This is an optimization exercise on Yosys and OpenROAD, whose aim is small area and a short achievable clock period, not a production implementation.
Function was not checked in any run shown here: the RTL went through the layout flow alone.
Power figures rest on the tool's default switching activity, not on a simulated workload.

==> flow/design.v, too long to show whole: its modules and the start of the top module <==
// module config_port: 68 lines
// module dsp_slice_l0d0b: 403 lines
// module dsp_slice_l1d0b: 404 lines
// module dsp_slice_l2d0b: 403 lines
// module dsp_slice: 27 lines
// module pe: 75 lines
// module virtual_fabric: 57 lines
module virtual_fabric
#(
  parameter int NUM_PE = 8,
  parameter logic [31:0] L1_MAP  = 32'h2222_2221,
  parameter logic [31:0] DFR_MAP = 32'h0000_0000,
  parameter logic [7:0]  BOOTH_MAP = 8'hff   
) (
  input  logic                  clk,
  input  logic                  rst,
  input  logic                  en,
  input  logic [31:0]                 data_in,    
  output logic [31:0]                 data_out,   
  input  logic                  cfg_req,
  input  logic [21:0]             cfg_wr,     
  output logic                  cfg_ack
);
  // ...
==> flow/run.sh <==
#!/bin/bash
# synth_recipe.tcl (not shown) runs the flow's synth.tcl, then flattens the netlist and writes it again
# the make line also repeats each setting of config.mk as NAME=value (left out here)
make -C /OpenROAD-flow-scripts/flow DESIGN_CONFIG=/design/flow/config.mk WORK_HOME=/design/flow/orfs CLKGATE_MAP_FILE= SYNTH_SCRIPT=/design/flow/synth_recipe.tcl finish
==> flow/config.mk <==
export PLATFORM = sky130hd
export DESIGN_NAME = virtual_fabric
export DESIGN_NICKNAME = virtual_fabric
export VERILOG_FILES = /design/flow/design.v
export SDC_FILE = /design/flow/constraint.sdc
export NUM_CORES = 4
export LEC_CHECK = 0
export ABC_AREA = 1
export CAP_MARGIN = 20
export CORE_MARGIN = 2
export CORE_UTILIZATION = 40
export SETUP_SLACK_MARGIN = 4.8
export SLEW_MARGIN = 20
==> flow/constraint.sdc <==
create_clock -name core_clock -period 8.0 [get_ports {clk}]
set_input_delay 1.6000 -clock core_clock [delete_from_list [all_inputs] [get_ports {clk}]]
set_output_delay 1.6000 -clock core_clock [all_outputs]
set_load 0.01 [all_outputs]
==> metrics.cfg, run 1 <==
[status]
status = no timing/DRC/antenna violations

[logic_synthesis]
synth_fa_ha_area_share_pct = 11.74
synth.avg_cell_area_um2 = 8.287
ys_warn_count = 6
synth_edf_count = 760

[clocking]
htreeDepth = 4
cts_tree = done
worstSkewPairLatency_ns = 0.87

[finish]
seq_cells = 1586
drive_gt1_share_pct = 21.72
largestRegisters = u_cfg.cfg_array (456), g_pe.u_pe.u_dsp.genblk1.genblk1.genblk1.u_s.s1_q (434)
dominant_cells = multi-input combinational cells
final_cell_mix = nand2_1 (2,264), nor2_1 (1,076), inv_1 (878), dfxtp_1 (792), buf_4 (765)
finalNonFillerCells = 15290
n_all_inverters = 1106
clk_share_pct = 5.212
multi_input_area_mm2 = 0.05452
comb.multi_input.count = 8092
n_antenna_cell = 3
clock_buffers = 256

[pwr]
power_density_mw_per_mm2 = 178.2

[grt]
grt_usage_pct = 27.98
grt_use_met3_pct = 4.152
antenna_found_initial = 9

[place]
placed_area_mm2 = 0.09756

[floorplanning]
coreArea_mm2 = 0.2328
initial_core_util_pct = 40.29

[sta]
tns_ns = 0
finalMaxSlewViolations = 0

[route]
post_drt_wl_per_cell_um = 22.78
route.met3.wl_mm = 27.47
wl_mm = 348.2

[min_path]
hold_path_startpoint = u_cfg.cfg_array[32]

==> run 2, diff against run 1 <==
--- a/flow/config.mk
+++ b/flow/config.mk
@@ -5,7 +5,6 @@
 export SDC_FILE = /design/flow/constraint.sdc
 export NUM_CORES = 4
 export LEC_CHECK = 0
-export ABC_AREA = 1
 export CAP_MARGIN = 20
 export CORE_MARGIN = 2
 export CORE_UTILIZATION = 40
==> metrics.cfg, run 2 <==
[logic_synthesis]
synthSimpleGateAreaFrac_pct = 9.537
synth.distinct_cells = 79
ys_seq_elements = 1586
synth.avg_cell_area_um2 = 10.60  ; +28%
post-synth-top-area-fraction_pct = 24.44
netlist_area_mm2 = 0.09339
synth_nets = 9500
synth_fa_ha_area_share_pct = 11.92  ; +0.18 points
synth-compound-area-share_pct = 12.52
synthTopCellsByArea = edfxtp_1 (24%), dfxtp_1 (18%), fa_1 (8.8%), mux4_2 (7.9%), xnor2_1 (6.2%)
synthFlopType = dfxtp_1
synth_xor_area_share_pct = 7.532
synth_edf_count = 760  ; unchanged
synth_mux_area_share_pct = 11.31
synth_async_sr_flop_share_pct = 0
ys_warn_count = 6  ; unchanged
yosysSeqAreaShare_pct = 42.14
yosysTopAreaCell = edfxtp_1
synth_cells = 8808
synth_common_cells = nand2_1 (1,174), dfxtp_1 (826), edfxtp_1 (760), xnor2_1 (666), a22oi_1 (644)
yosysMostFrequentCell = nand2_1
synth_top_family_by_area = compound AO/OA/AOI/OAI gates

[critical_path]
worstPathArrival_ns = 4.46
crit_path_max_incr_delay_ns = 0.51
crit_required_ns = 8.70
slowest_stage = fa_1
critPathLaunchType = flip-flop
path_cells = ha_1, fa_1, inv_2, fa_1, inv_1, ha_1, o21a_1, o21ai_1, nand2b_1, a21o_1, a21oi_2, fa_2, xnor2_1, a22oi_1, nor2_1
crit_type = reg2reg
worstSetupEndpointType = flip-flop
crit_fanout = 3

[pwr]
clkPwrFrac_pct = 39.4
power_density_mw_per_mm2 = 192.1  ; +7.8%
max-vdd-ir-drop_v = 0.0002001
p_leak_uw = 0.04128
p_int_uw = 15460
power.net_switching_uw = 6034
switching_share_pct = 28.07
pwr-share-comb_pct = 18.6
p_total_uw = 21490
pwr-share-seq_pct = 42.0

[sta]
finClkSkew_ns = 0.03981
timing.fmax_mhz = 266.1
setup_viol = 0
rsz0062_at_grt = true
timing.final.crit_period_ns = 3.757
timing.final.crit_share_pct = 46.97
tns_ns = 0  ; unchanged
finalMaxSlewViolations = 0  ; unchanged
finalHoldViolCount = 0
worst_slew_pin_slew_ns = 1.293
max-slew-margin-rel_pct = 13.79

[route]
post_drt_wl_per_cell_um = 24.99  ; +9.7%
drc_errors = 0
drtAntennaViolNets = 0
drt_iter0_drc = 8586
vias_per_cell = 5.832
num_vias = 71580
drt-pass1-iter-count = 6
wl_mm = 306.7  ; -12%

[finish]
fillers = 20590
top_register = u_cfg.cfg_array
area_growth_pct = 19.79
largestRegisters = u_cfg.cfg_array (456), g_pe.u_pe.u_dsp.genblk1.genblk1.genblk1.u_s.s1_q (434)
drive_gt1_share_pct = 23.72  ; +2.0 points
nNetsFinal = 9753
largest_reg_flops = 456
final_common_cell = nand2_1
final_cell_mix = nand2_1 (1,127), dfxtp_1 (807), edfxtp_1 (760), xnor2_1 (552), a22oi_1 (546)

[floorplanning]
num_io_pins = 91
die_y_um = 487.2
initial_core_util_pct = 40.20  ; -0.089 points
chipWidth_um = 487.2
rows = 177
dieArea_mm2 = 0.2374
coreArea_mm2 = 0.2323  ; -0.19%

[clocking]
htreeDepth = 4  ; unchanged
holdBufCountCts = 0
cts_tree = done
clockRootBuffer = clkbuf_16
cts_buffer_depth = 3
worstSkewPairLatency_ns = 0.85  ; -0.02 ns
cts_made_buffers = 180
path_clk_slew_ns = 0.06
numClockSinks = 1586

[status]
status = no timing/DRC/antenna violations

[grt]
grt_max_degree = 199
grt_pass1_vias = 69550
antenna_found_initial = 18  ; +9
gr-total-overflow = 0
grt_pass1_wl_mm = 450.5
grt_usage_pct = 25.05  ; -2.9 points

[min_path]
hold_path_class = reg2reg

[place]
routabilityCongestion = 0.8941
hpwl_mm = 198.3
io_buffers = 90

[flow_run]
maxCapViolations = 0

## run 2: cell types whose count changed in the layout (fill, tap and decap cells not counted), sizes merged, moves of 329 or more
cell   before   now
a22oi       4   651
inv      1021   503
mux4        0   336
nand2    2629  1175
nand3     537    89
nor2     1199   609
o21ai     879   255
o22ai     429   100
xnor2      82   668
xor2      599   130
## run 2: final cells by class
type,count,area [um^2],area share (%)
flip-flops and latches,1586,39420,35.23
clock inverters,75,718.2,0.6420
clock buffers,266,5425,4.849
inverters,506,1966,1.757
well taps,3043,3807,3.403
repair buffers,736,6673,5.965
diodes,10,25.02,0.02237
multi-input cells,6051,53840,48.13
## run 2: worst paths after layout
path / slack (ns) / end / cells after the start / startpoint
hold reg to reg: 0.44 / flip-flop / 2 / flip-flop
setup / recovery: 4.24 / flip-flop / 15 / g_pe[0].u_pe.u_dsp.genblk1.genblk1.u_s.s1_q[12]
hold / removal: 0.44 / flip-flop / 2 / flip-flop
setup reg to reg: 4.24 / flip-flop / 15 / g_pe[0].u_pe.u_dsp.genblk1.genblk1.u_s.s1_q[12]
## run 2: stage by stage
step / instance area, um^2 / utilization, % / setup slack [ns] / std cells / hold WS (ns)
finish: 111900 / 48.16 / 4.243 / 12270 / 0.4436
global route: 111900 / 48.15 / 4.068 / 12270 / 0.4632
CTS: 108800 / 46.82 / 4.173 / 12110 / 0.4515
detailed placement: 96910 / 41.72 / 3.025 / 11390 / 0.4435
global placement: 96910 / 41.71 / 2.909 / 11390 / 0.4377
floorplan: 94340 / - / 4.324 / 8808 / 0.4329
## run 2: per-layer routing
layer  vias to the layer above  global-route usage (%)  part of all wire, %
li1                      31500                       -                    -
met1                     35650                   33.29                   39
met2                      3635                   40.35                   47
met3                       778                   3.850                  8.8
met4                         8                   11.28                  5.2
met5                         -                       0                0.017
## run 2: cells by family (layout without fill, tap and decap cells)
logic type | after synthesis | in the layout
and+or+nand+nor | 2139 | 2140
AOI/OAI and AO/OA | 1816 | 1817
DFF | 1586 | 1586
adders and majority gates | 646 | 646
muxes | 639 | 649
other | 0 | 10
buffers and inverters | 1183 | 1583
xor gates and xnor gates | 799 | 799
## run 2: what timing repair did
action,in CTS,in global routing
gates cloned,10,3
pin swaps,323,361
setup buffers,374,145
gates resized for setup,672,442
endpoints found under the setup margin,990,937
## run 2: power by group through the flow
stage	registers (uW)	logic, uW	clock network, uW
final	9020	3990	8480
after global routing	9050	4310	8930
after CTS	9020	3700	8600
after detailed placement	9190	3190	0
after global placement	9180	3140	0
after floorplan	9080	2200	0
## run 2: critical path, delay by kind of cell, from the launching register on
family	cells	cell delay [ns]
adder cells (fa/ha/maj)	5	2.06
AO/OA/AOI/OAI	5	0.75
flip-flops	1	0.37
AND/OR/NAND/NOR	2	0.20
XOR/XNOR	1	0.14
buffers and inverters	2	0.10
==> module dsp_slice, before the edit <==
module dsp_slice
#(
  parameter int L1  = 4,   
  parameter int DFR = 0,   
  parameter int BOOTH = 0  
) (
  input  logic        clk,
  input  logic        rst,
  input  logic        en,
  input  logic        s1_valid,
  input  logic [2:0]  op,
  input  logic [15:0] d,
  input  logic [15:0] p,
  input  logic [15:0] b,
  input  logic [15:0] dq,
  input  logic [15:0] bq,
  output logic [15:0] result
);
  generate
    if (L1 == 0 && DFR == 0 && BOOTH == 1)
      dsp_slice_l0d0b u_s (.clk(clk), .rst(rst), .en(en), .s1_valid(s1_valid), .op(op), .d(d), .p(p), .b(b), .dq(dq), .bq(bq), .result(result));
    else if (L1 == 1 && DFR == 0 && BOOTH == 1)
      dsp_slice_l1d0b u_s (.clk(clk), .rst(rst), .en(en), .s1_valid(s1_valid), .op(op), .d(d), .p(p), .b(b), .dq(dq), .bq(bq), .result(result));
    else if (L1 == 2 && DFR == 0 && BOOTH == 1)
      dsp_slice_l2d0b u_s (.clk(clk), .rst(rst), .en(en), .s1_valid(s1_valid), .op(op), .d(d), .p(p), .b(b), .dq(dq), .bq(bq), .result(result));
  endgenerate
endmodule
==> module pe, before the edit <==
module pe
#(
  parameter int L1  = 4,   
  parameter int DFR = 0,   
  parameter int BOOTH = 0  
) (
  input  logic         clk,
  input  logic         rst,
  input  logic         en,
  input  logic         s1_valid,   
  input  fabric_pkg::pe_cfg_t cfg,
  input  fabric_pkg::lane_bundle_t up,
  output fabric_pkg::lane_bundle_t out
);
  logic [fabric_pkg::WORD_W-1:0] d_sel;
  logic [fabric_pkg::WORD_W-1:0] p_sel;
  logic [fabric_pkg::WORD_W-1:0] b_sel;
  logic [fabric_pkg::WORD_W-1:0] d_q1;
  logic [fabric_pkg::WORD_W-1:0] d_q2;
  logic [fabric_pkg::WORD_W-1:0] b_q1;
  logic [fabric_pkg::WORD_W-1:0] b_q2;
  logic [fabric_pkg::WORD_W-1:0] slice_res;
  function automatic logic [fabric_pkg::WORD_W-1:0] pick(logic [1:0] src, logic [fabric_pkg::WORD_W-1:0] up_d,
                                             logic [fabric_pkg::WORD_W-1:0] up_p, logic [fabric_pkg::WORD_W-1:0] up_b,
                                             logic [fabric_pkg::WORD_W-1:0] imm);
    case (src)
      fabric_pkg::SRC_UP_D: pick = up_d;
      fabric_pkg::SRC_UP_P: pick = up_p;
      fabric_pkg::SRC_UP_B: pick = up_b;
      default:  pick = imm;
    endcase
  endfunction
  assign d_sel = pick(cfg.src_d, up.d, up.p, up.b, cfg.d_im);
  assign p_sel = pick(cfg.src_p, up.d, up.p, up.b, cfg.p_im);
  assign b_sel = pick(cfg.src_b, up.d, up.p, up.b, cfg.b_im);
  dsp_slice #(
    .L1  (L1),
    .DFR   (DFR),
    .BOOTH (BOOTH)
  ) u_dsp (
    .clk      (clk),
    .rst      (rst),
    .en       (en),
    .s1_valid (s1_valid),
    .op       (cfg.op),
    .d        (d_sel),
    .p        (p_sel),
    .b        (b_sel),
    .dq       (d_q1),
    .bq       (b_q1),
    .result   (slice_res)
  );
  always_ff @(posedge clk)
  begin
    if (en)
    begin
      d_q1 <= d_sel;
      b_q1 <= b_sel;
    end
  end
  always_ff @(posedge clk)
  begin
    if (rst)
    begin
      d_q2 <= '0;
      b_q2 <= '0;
    end
    else if (en)
    begin
      d_q2 <= s1_valid ? d_q1 : '0;
      b_q2 <= s1_valid ? b_q1 : '0;
    end
  end
  assign out = {d_q2, slice_res, b_q2};   
endmodule
==> module virtual_fabric, before the edit <==
module virtual_fabric
#(
  parameter int NUM_PE = 8,
  parameter logic [31:0] L1_MAP  = 32'h2222_2221,
  parameter logic [31:0] DFR_MAP = 32'h0000_0000,
  parameter logic [7:0]  BOOTH_MAP = 8'hff   
) (
  input  logic                  clk,
  input  logic                  rst,
  input  logic                  en,
  input  logic [31:0]                 data_in,    
  output logic [31:0]                 data_out,   
  input  logic                  cfg_req,
  input  logic [21:0]             cfg_wr,     
  output logic                  cfg_ack
);
  localparam int CFG_W  = 9 + 3*fabric_pkg::WORD_W;
  localparam int LANE_W = 3*fabric_pkg::WORD_W;
  logic [NUM_PE*CFG_W-1:0]      cfg_array;
  logic [(NUM_PE+1)*LANE_W-1:0] chain;   
  config_port #(
    .NUM_PE (NUM_PE)
  ) u_cfg (
    .clk       (clk),
    .rst       (rst),
    .cfg_req   (cfg_req),
    .cfg_wr    (fabric_pkg::cfg_write_t'(cfg_wr)),
    .cfg_ack   (cfg_ack),
    .cfg_array (cfg_array)
  );
  logic s1_valid;
  always_ff @(posedge clk)
  begin
    if (rst)
      s1_valid <= 1'b0;
    else if (en)
      s1_valid <= 1'b1;
  end
  assign chain[0 +: LANE_W] = {{fabric_pkg::WORD_W{1'b0}}, data_in};   
  for (genvar i = 0; i < NUM_PE; i++)
  begin : g_pe
    pe #(
      .L1  (int'(L1_MAP[i*4 +: 4])),
      .DFR   (int'(DFR_MAP[i*4 +: 4])),
      .BOOTH (int'(BOOTH_MAP[i]))
    ) u_pe (
      .clk      (clk),
      .rst      (rst),
      .en       (en),
      .s1_valid (s1_valid),
      .cfg (cfg_array[i*CFG_W +: CFG_W]),
      .up  (chain[i*LANE_W +: LANE_W]),
      .out (chain[(i+1)*LANE_W +: LANE_W])
    );
  end
  assign data_out = chain[NUM_PE*LANE_W +: 2*fabric_pkg::WORD_W];   
endmodule
==> run 3, diff against run 2 <==
==> flow/design.v (replaced) <==
`timescale 1ns/1ps
package fabric_pkg;
  localparam int WORD_W   = 16;
  localparam int PE_IDX_W = 4;   
  typedef struct packed {
    logic [WORD_W-1:0] d;
    logic [WORD_W-1:0] p;
    logic [WORD_W-1:0] b;
  } lane_bundle_t;
  typedef enum logic [2:0] {
    OP_PASS = 3'd0,   
    OP_MUL  = 3'd1,   
    OP_MAC  = 3'd2,   
    OP_MSUB = 3'd3,   
    OP_ADD  = 3'd4    
  } pe_op_e;
  typedef enum logic [1:0] {
    SRC_UP_D = 2'd0,
    SRC_UP_P = 2'd1,
    SRC_UP_B = 2'd2,
    SRC_IMM  = 2'd3
  } route_src_e;
  typedef struct packed {
    pe_op_e            op;
    route_src_e        src_d;
    route_src_e        src_p;
    route_src_e        src_b;
    logic [WORD_W-1:0] d_im;
    logic [WORD_W-1:0] p_im;
    logic [WORD_W-1:0] b_im;
  } pe_cfg_t;
  typedef enum logic [1:0] {
    FIELD_CTRL = 2'd0,   
    FIELD_D_IM = 2'd1,
    FIELD_P_IM = 2'd2,
    FIELD_B_IM = 2'd3
  } cfg_field_e;
  typedef struct packed {
    logic [PE_IDX_W-1:0] pe_idx;
    cfg_field_e          field;
    logic [WORD_W-1:0]   data;
  } cfg_write_t;
  localparam pe_cfg_t PE_CFG_DEFAULT = {
    OP_PASS, SRC_UP_D, SRC_UP_P, SRC_UP_B,
    {WORD_W{1'b0}}, {WORD_W{1'b0}}, {WORD_W{1'b0}}
  };
endpackage
`timescale 1ns/1ps
module config_port
#(
  parameter int NUM_PE = 3
) (
  input  logic                   clk,
  input  logic                   rst,
  input  logic                   cfg_req,
  input  fabric_pkg::cfg_write_t cfg_wr,
  output logic                   cfg_ack,
  output logic [NUM_PE*57-1:0]   cfg_array   
);
  typedef enum logic {
    CFG_IDLE,
    CFG_ACK
  } cfg_state_e;
  localparam int CFG_W = 9 + 3*fabric_pkg::WORD_W;
  cfg_state_e state;
  fabric_pkg::pe_cfg_t                 nxt_one;
  logic [NUM_PE*CFG_W-1:0] nxt_cfg;
  always_comb
  begin
    for (int i = 0; i < NUM_PE; i++)
    begin
      nxt_one = cfg_array[i*CFG_W +: CFG_W];
      case (cfg_wr.field)
        fabric_pkg::FIELD_CTRL:
        begin
          nxt_one.op    = fabric_pkg::pe_op_e'(cfg_wr.data[2:0]);
          nxt_one.src_d = fabric_pkg::route_src_e'(cfg_wr.data[4:3]);
          nxt_one.src_p = fabric_pkg::route_src_e'(cfg_wr.data[6:5]);
          nxt_one.src_b = fabric_pkg::route_src_e'(cfg_wr.data[8:7]);
        end
        fabric_pkg::FIELD_D_IM: nxt_one.d_im = cfg_wr.data;
        fabric_pkg::FIELD_P_IM: nxt_one.p_im = cfg_wr.data;
        fabric_pkg::FIELD_B_IM: nxt_one.b_im = cfg_wr.data;
        default:    ;
      endcase
      nxt_cfg[i*CFG_W +: CFG_W] = nxt_one;
    end
  end
  always_ff @(posedge clk)
  begin
    if (rst)
    begin
      state <= CFG_IDLE;
      for (int i = 0; i < NUM_PE; i++)
        cfg_array[i*CFG_W +: CFG_W] <= fabric_pkg::PE_CFG_DEFAULT;
    end
    else
    begin
      case (state)
        CFG_IDLE:
          if (cfg_req)
          begin
            state <= CFG_ACK;
            for (int i = 0; i < NUM_PE; i++)
              if (cfg_wr.pe_idx == i)
                cfg_array[i*CFG_W +: CFG_W] <= nxt_cfg[i*CFG_W +: CFG_W];
          end
        CFG_ACK:
          if (!cfg_req)
            state <= CFG_IDLE;
        default: state <= CFG_IDLE;
      endcase
    end
  end
  assign cfg_ack = (state == CFG_ACK);
endmodule
`timescale 1ns/1ps
module dsp_slice
(
  input  logic              clk,
  input  logic              rst,
  input  logic              en,
  input  fabric_pkg::pe_op_e op,
  input  logic [fabric_pkg::WORD_W-1:0] d,
  input  logic [fabric_pkg::WORD_W-1:0] p,
  input  logic [fabric_pkg::WORD_W-1:0] b,
  output logic [fabric_pkg::WORD_W-1:0] result
);
  fabric_pkg::pe_op_e            op_q;   
  logic [fabric_pkg::WORD_W-1:0] d_q;
  logic [fabric_pkg::WORD_W-1:0] p_q;
  logic [fabric_pkg::WORD_W-1:0] b_q;
  logic [fabric_pkg::WORD_W-1:0] res;
  always_ff @(posedge clk)
  begin
    if (rst)
    begin
      op_q <= fabric_pkg::OP_PASS;
      d_q  <= '0;
      p_q  <= '0;
      b_q  <= '0;
    end
    else if (en)
    begin
      op_q <= op;
      d_q  <= d;
      p_q  <= p;
      b_q  <= b;
    end
  end
  always_comb
  begin
    case (op_q)
      fabric_pkg::OP_PASS: res = p_q;
      fabric_pkg::OP_MUL:  res = d_q * b_q;
      fabric_pkg::OP_MAC:  res = d_q * b_q + p_q;
      fabric_pkg::OP_MSUB: res = p_q - d_q * b_q;
      fabric_pkg::OP_ADD:  res = d_q + p_q;
      default: res = '0;
    endcase
  end
  always_ff @(posedge clk)
  begin
    if (rst)
      result <= '0;
    else if (en)
      result <= res;
  end
endmodule
`timescale 1ns/1ps
module pe
(
  input  logic         clk,
  input  logic         rst,
  input  logic         en,
  input  fabric_pkg::pe_cfg_t cfg,
  input  fabric_pkg::lane_bundle_t up,
  output fabric_pkg::lane_bundle_t out
);
  logic [fabric_pkg::WORD_W-1:0] d_sel;
  logic [fabric_pkg::WORD_W-1:0] p_sel;
  logic [fabric_pkg::WORD_W-1:0] b_sel;
  logic [fabric_pkg::WORD_W-1:0] d_q1;
  logic [fabric_pkg::WORD_W-1:0] d_q2;
  logic [fabric_pkg::WORD_W-1:0] b_q1;
  logic [fabric_pkg::WORD_W-1:0] b_q2;
  logic [fabric_pkg::WORD_W-1:0] slice_res;
  function automatic logic [fabric_pkg::WORD_W-1:0] pick(logic [1:0] src, logic [fabric_pkg::WORD_W-1:0] up_d,
                                             logic [fabric_pkg::WORD_W-1:0] up_p, logic [fabric_pkg::WORD_W-1:0] up_b,
                                             logic [fabric_pkg::WORD_W-1:0] imm);
    case (src)
      fabric_pkg::SRC_UP_D: pick = up_d;
      fabric_pkg::SRC_UP_P: pick = up_p;
      fabric_pkg::SRC_UP_B: pick = up_b;
      default:  pick = imm;
    endcase
  endfunction
  assign d_sel = pick(cfg.src_d, up.d, up.p, up.b, cfg.d_im);
  assign p_sel = pick(cfg.src_p, up.d, up.p, up.b, cfg.p_im);
  assign b_sel = pick(cfg.src_b, up.d, up.p, up.b, cfg.b_im);
  dsp_slice u_dsp (
    .clk    (clk),
    .rst    (rst),
    .en     (en),
    .op     (cfg.op),
    .d      (d_sel),
    .p      (p_sel),
    .b      (b_sel),
    .result (slice_res)
  );
  always_ff @(posedge clk)
  begin
    if (rst)
    begin
      d_q1 <= '0;
      d_q2 <= '0;
      b_q1 <= '0;
      b_q2 <= '0;
    end
    else if (en)
    begin
      d_q1 <= d_sel;
      d_q2 <= d_q1;
      b_q1 <= b_sel;
      b_q2 <= b_q1;
    end
  end
  assign out = {d_q2, slice_res, b_q2};   
endmodule
`timescale 1ns/1ps
module virtual_fabric
#(
  parameter int NUM_PE = 8
) (
  input  logic                  clk,
  input  logic                  rst,
  input  logic                  en,
  input  logic [31:0]                 data_in,    
  output logic [31:0]                 data_out,   
  input  logic                  cfg_req,
  input  logic [21:0]             cfg_wr,     
  output logic                  cfg_ack
);
  localparam int CFG_W  = 9 + 3*fabric_pkg::WORD_W;
  localparam int LANE_W = 3*fabric_pkg::WORD_W;
  logic [NUM_PE*CFG_W-1:0]      cfg_array;
  logic [(NUM_PE+1)*LANE_W-1:0] chain;   
  config_port #(
    .NUM_PE (NUM_PE)
  ) u_cfg (
    .clk       (clk),
    .rst       (rst),
    .cfg_req   (cfg_req),
    .cfg_wr    (fabric_pkg::cfg_write_t'(cfg_wr)),
    .cfg_ack   (cfg_ack),
    .cfg_array (cfg_array)
  );
  assign chain[0 +: LANE_W] = {{fabric_pkg::WORD_W{1'b0}}, data_in};   
  for (genvar i = 0; i < NUM_PE; i++)
  begin : g_pe
    pe u_pe (
      .clk (clk),
      .rst (rst),
      .en  (en),
      .cfg (cfg_array[i*CFG_W +: CFG_W]),
      .up  (chain[i*LANE_W +: LANE_W]),
      .out (chain[(i+1)*LANE_W +: LANE_W])
    );
  end
  assign data_out = chain[NUM_PE*LANE_W +: 2*fabric_pkg::WORD_W];   
endmodule
--- a/flow/config.mk
+++ b/flow/config.mk
@@ -8,5 +8,4 @@
 export CAP_MARGIN = 20
 export CORE_MARGIN = 2
 export CORE_UTILIZATION = 40
-export SETUP_SLACK_MARGIN = 4.8
 export SLEW_MARGIN = 20
==> metrics.cfg, run 3 <==
[floorplanning]
coreArea_mm2 = 0.2399  ; +3.2%
rows = 180  ; +1.7%
die_y_um = 494.6  ; +1.5%
chipWidth_um = 494.6  ; +1.5%
initial_core_util_pct = 40.13  ; -0.067 points
dieArea_mm2 = 0.2446  ; +3.0%
num_io_pins = 91  ; unchanged

[finish]
largest_reg_flops = 456  ; unchanged
area_growth_pct = 9.242
drive_gt1_share_pct = 8.623  ; -15 points
top_register = u_cfg.cfg_array
final_common_cell = nand2_1
nNetsFinal = 11960  ; +23%
final_cell_mix = nand2_1 (1,583), dfxtp_1 (1,230), nor2_1 (1,080), inv_1 (994), mux2i_1 (741)

[route]
drt_iter0_drc = 7538  ; -12%
wl_mm = 328.7  ; +7.2%
drt-pass1-iter-count = 6  ; unchanged
drtAntennaViolNets = 0  ; unchanged
post_drt_wl_per_cell_um = 23.42  ; -6.3%
vias_per_cell = 5.636  ; -3.4%
drc_errors = 0  ; unchanged
num_vias = 79080  ; +10%

[grt]
use_met2_pct = 42.90  ; +2.5 points
grt_usage_pct = 26.68  ; +1.6 points
grt_pass1_vias = 79220  ; +14%
grt_max_degree = 197  ; -1.0%
grt.busiest_layer = met2
gr-total-overflow = 0  ; unchanged
grt_use_met3_pct = 4.390  ; +0.54 points
grt_pass1_wl_mm = 501.5  ; +11%
grt_use_met1_pct = 36.24  ; +3.0 points
antenna_found_initial = 8  ; -10

[clocking]
htreeDepth = 4  ; unchanged
cts_made_buffers = 142  ; -21%
cts_tree = done
cts_buffer_depth = 3  ; unchanged
path_clk_slew_ns = 0.06  ; about the same
cts_resized = 0  ; -100%
numClockSinks = 1233  ; -22%
clockRootBuffer = clkbuf_16
holdBufCountCts = 0  ; unchanged
worstSkewPairLatency_ns = 0.82  ; -0.03 ns
post_cts_buffers = 0  ; -100%

[logic_synthesis]
ys_warn_count = 3  ; -3
yosysMostFrequentCell = nand2_1
yosysSeqAreaShare_pct = 25.64  ; -17 points
synth_async_sr_flop_share_pct = 0  ; unchanged
synthFlopType = dfxtp_1
synth_cells = 10970  ; +25%
ys_seq_elements = 1233  ; -22%
synth_edf_count = 0  ; -100%
yosysTopAreaCell = dfxtp_1
netlist_area_mm2 = 0.09626  ; +3.1%
synth_nets = 12190  ; +28%
synthTopCellsByArea = dfxtp_1 (26%), fa_1 (13%), mux4_2 (7.9%), mux2i_1 (7.7%), ha_1 (6.8%)
post-synth-top-area-fraction_pct = 25.64  ; +1.2 points
synth_common_cells = nand2_1 (1,583), dfxtp_1 (1,233), nor2_1 (1,083), inv_1 (996), mux2i_1 (741)
synth.avg_cell_area_um2 = 8.777  ; -17%
synth.distinct_cells = 86  ; +8.9%

[critical_path]
worstSetupEndpointType = flip-flop
r2r_start = g_pe[7].u_pe.b_q1[2]
crit_fanout = 16  ; +13
crit_type = reg2reg
crit_required_ns = 8.70  ; about the same
crit_start = g_pe[7].u_pe.b_q1[2]
worstPathArrival_ns = 8.26  ; +3.80 ns
critPathLaunchType = flip-flop

[place]
io_buffers = 90  ; unchanged
hpwl_mm = 239.0  ; +21%
routabilityCongestion = 0.9302  ; +4.0%
dpl_worst_slack_ns = 0.3608  ; -2.664 ns

[flow_run]
maxCapViolations = 0  ; unchanged

[sta]
finClkSkew_ns = 0.03490  ; -0.004913 ns
max-slew-margin-rel_pct = 19.85  ; +6.1 points
worst_slew_pin_slew_ns = 1.172  ; -0.1212 ns
tns_ns = 0  ; unchanged
final.setup.worst_slack_ns = 0.4376  ; -3.805 ns
rsz0062_at_grt = false
finalHoldViolCount = 0  ; unchanged
timing.final.crit_share_pct = 94.53  ; +48 points
setup_viol = 0  ; unchanged
timing.fmax_mhz = 132.2  ; -50%
timing.final.crit_period_ns = 7.562  ; +3.805 ns
finalMaxSlewViolations = 0  ; unchanged

[pwr]
max-vdd-ir-drop_v = 0.0001490  ; -26%
clkPwrFrac_pct = 47.6  ; +8.2 points
power_density_mw_per_mm2 = 133.5  ; -31%
pwr-share-comb_pct = 7.8  ; -11 points
pwr-share-seq_pct = 44.7  ; +2.7 points
p_leak_uw = 0.04406  ; +6.7%
p_int_uw = 10390  ; -33%
switching_share_pct = 25.95  ; -2.1 points
power.net_switching_uw = 3643  ; -40%

[min_path]
hold_path_startpoint = u_cfg.cfg_array[248]
hold_path_class = reg2reg

[status]
status = no timing/DRC/antenna violations

run 3: area by class of cell:
| cell class | count | area, um^2 |
|---|---|---|
| antenna | 4 | 10.01 |
| clock buffer | 202 | 4194 |
| clock inverter | 52 | 538.0 |
| fill | 23320 | 134700 |
| inverter | 998 | 3751 |
| multi-input combinational | 8014 | 65160 |
| sequential | 1233 | 24690 |
| tap | 3185 | 3985 |
| timing repair buffer | 344 | 2828 |
run 3: path summary, 6_finish.rpt:
kind                                                       to  slack (ns)  depth (start not counted)
worst max-delay path            g_pe[7].u_pe.u_dsp.result[15]        0.44                         27
worst max register to register  g_pe[7].u_pe.u_dsp.result[15]        0.44                         27
worst min-delay path                     u_cfg.cfg_array[248]        0.45                          2
worst min register to register           u_cfg.cfg_array[248]        0.45                          2
run 3: metrics by stage:
stage	hold slack, ns	util (%)	instance area (um^2)	instances	total power (uW)
final	0.4515	43.84	105200	14030	14040
after global routing	0.4643	43.84	105200	14030	14440
after CTS	0.4511	43.83	105100	14030	14120
after detailed placement	0.4431	41.86	100400	13770	7476
after global placement	0.4383	41.86	100400	13770	7467
after floorplan	0.4329	-	96260	10970	7074
run 3: logic make-up (layout without fill, tap and decap cells):
family                     after synthesis  after routing  share of synthesized area (%)
buffers and inverters                 1720           1596                          6.710
other                                    0              4                              0
xor gates and xnor gates               476            476                          4.361
adders and majority gates             1168           1168                          20.24
AOI/OAI and AO/OA                     1483           1483                          9.542
muxes                                 1129           1129                          16.18
DFF                                   1233           1233                          25.64
and+or+nand+nor                       3758           3758                          17.33
run 3: power groups by stage:
stage                     clock [uW]  sequential (uW)  combinational [uW]
after global placement             0             6400                1070
after CTS                       6770             6270                1080
after detailed placement           0             6400                1070
after floorplan                    0             6350                 727
after global routing            7000             6270                1170
final                           6680             6270                1090
run 3: critical path: stages (launching register included):
cell      delay, ns
dfxtp_1        0.74
and2_1         0.25
fa_1           0.44
fa_1           0.49
ha_1           0.22
fa_1           0.48
inv_1          0.05
fa_1           0.48
fa_1           0.50
inv_1          0.04
ha_1           0.29
o21ai_0        0.14
o21ai_0        0.25
a21oi_1        0.12
xnor2_1        0.47
nand3b_1       0.24
nor3_1         0.08
xnor2_1        0.16
nor2_1         0.05
a31oi_1        0.16
ha_1           0.31
and3_1         0.18
a211oi_1       0.44
o21bai_1       0.16
a21oi_1        0.20
xnor2_1        0.15
xnor2_1        0.08
a311o_1        0.26
run 3: per-layer routing:
layer | routed length (um) | share of wire (%)
met5 | 31 | 0.0094
met4 | 12090 | 3.7
met3 | 24120 | 7.3
met2 | 151200 | 46
met1 | 141200 | 43

## static timing again, ports no longer ideal
The results above use ideal ports. As a check the final layouts listed here were re-extracted and re-timed, cells and wires unchanged.
Step 1: set_driving_cell puts a clkbuf_16 on clk and a buf_2 on each other input, an assumption about the parent block.
Step 2 adds t to the input delays and takes it off the output delays; t is the mean of the earliest and latest rising clock arrival at the registers after step 1. Input paths then give back, and output paths get back, about the clock's delay inside the block.
Slacks: no drivers / after step 1 / after step 2; pairs: no drivers / after step 1.
run | shift t [ns] | setup slack, ns | worst register clock-pin slew, ns
run 1 | 0.940 | 4.462 / 4.462 / 3.935 | 0.07 / 0.07
run 2 | 0.930 | 4.243 / 4.243 / 3.885 | 0.07 / 0.07
run 3 | 0.885 | 0.438 / 0.438 / 0.438 | 0.07 / 0.07
After both steps setup and hold are still met in every run listed. The setup slack of run 1, which loses most, moves by 0.000 ns with the drivers and by -0.527 ns with both steps.
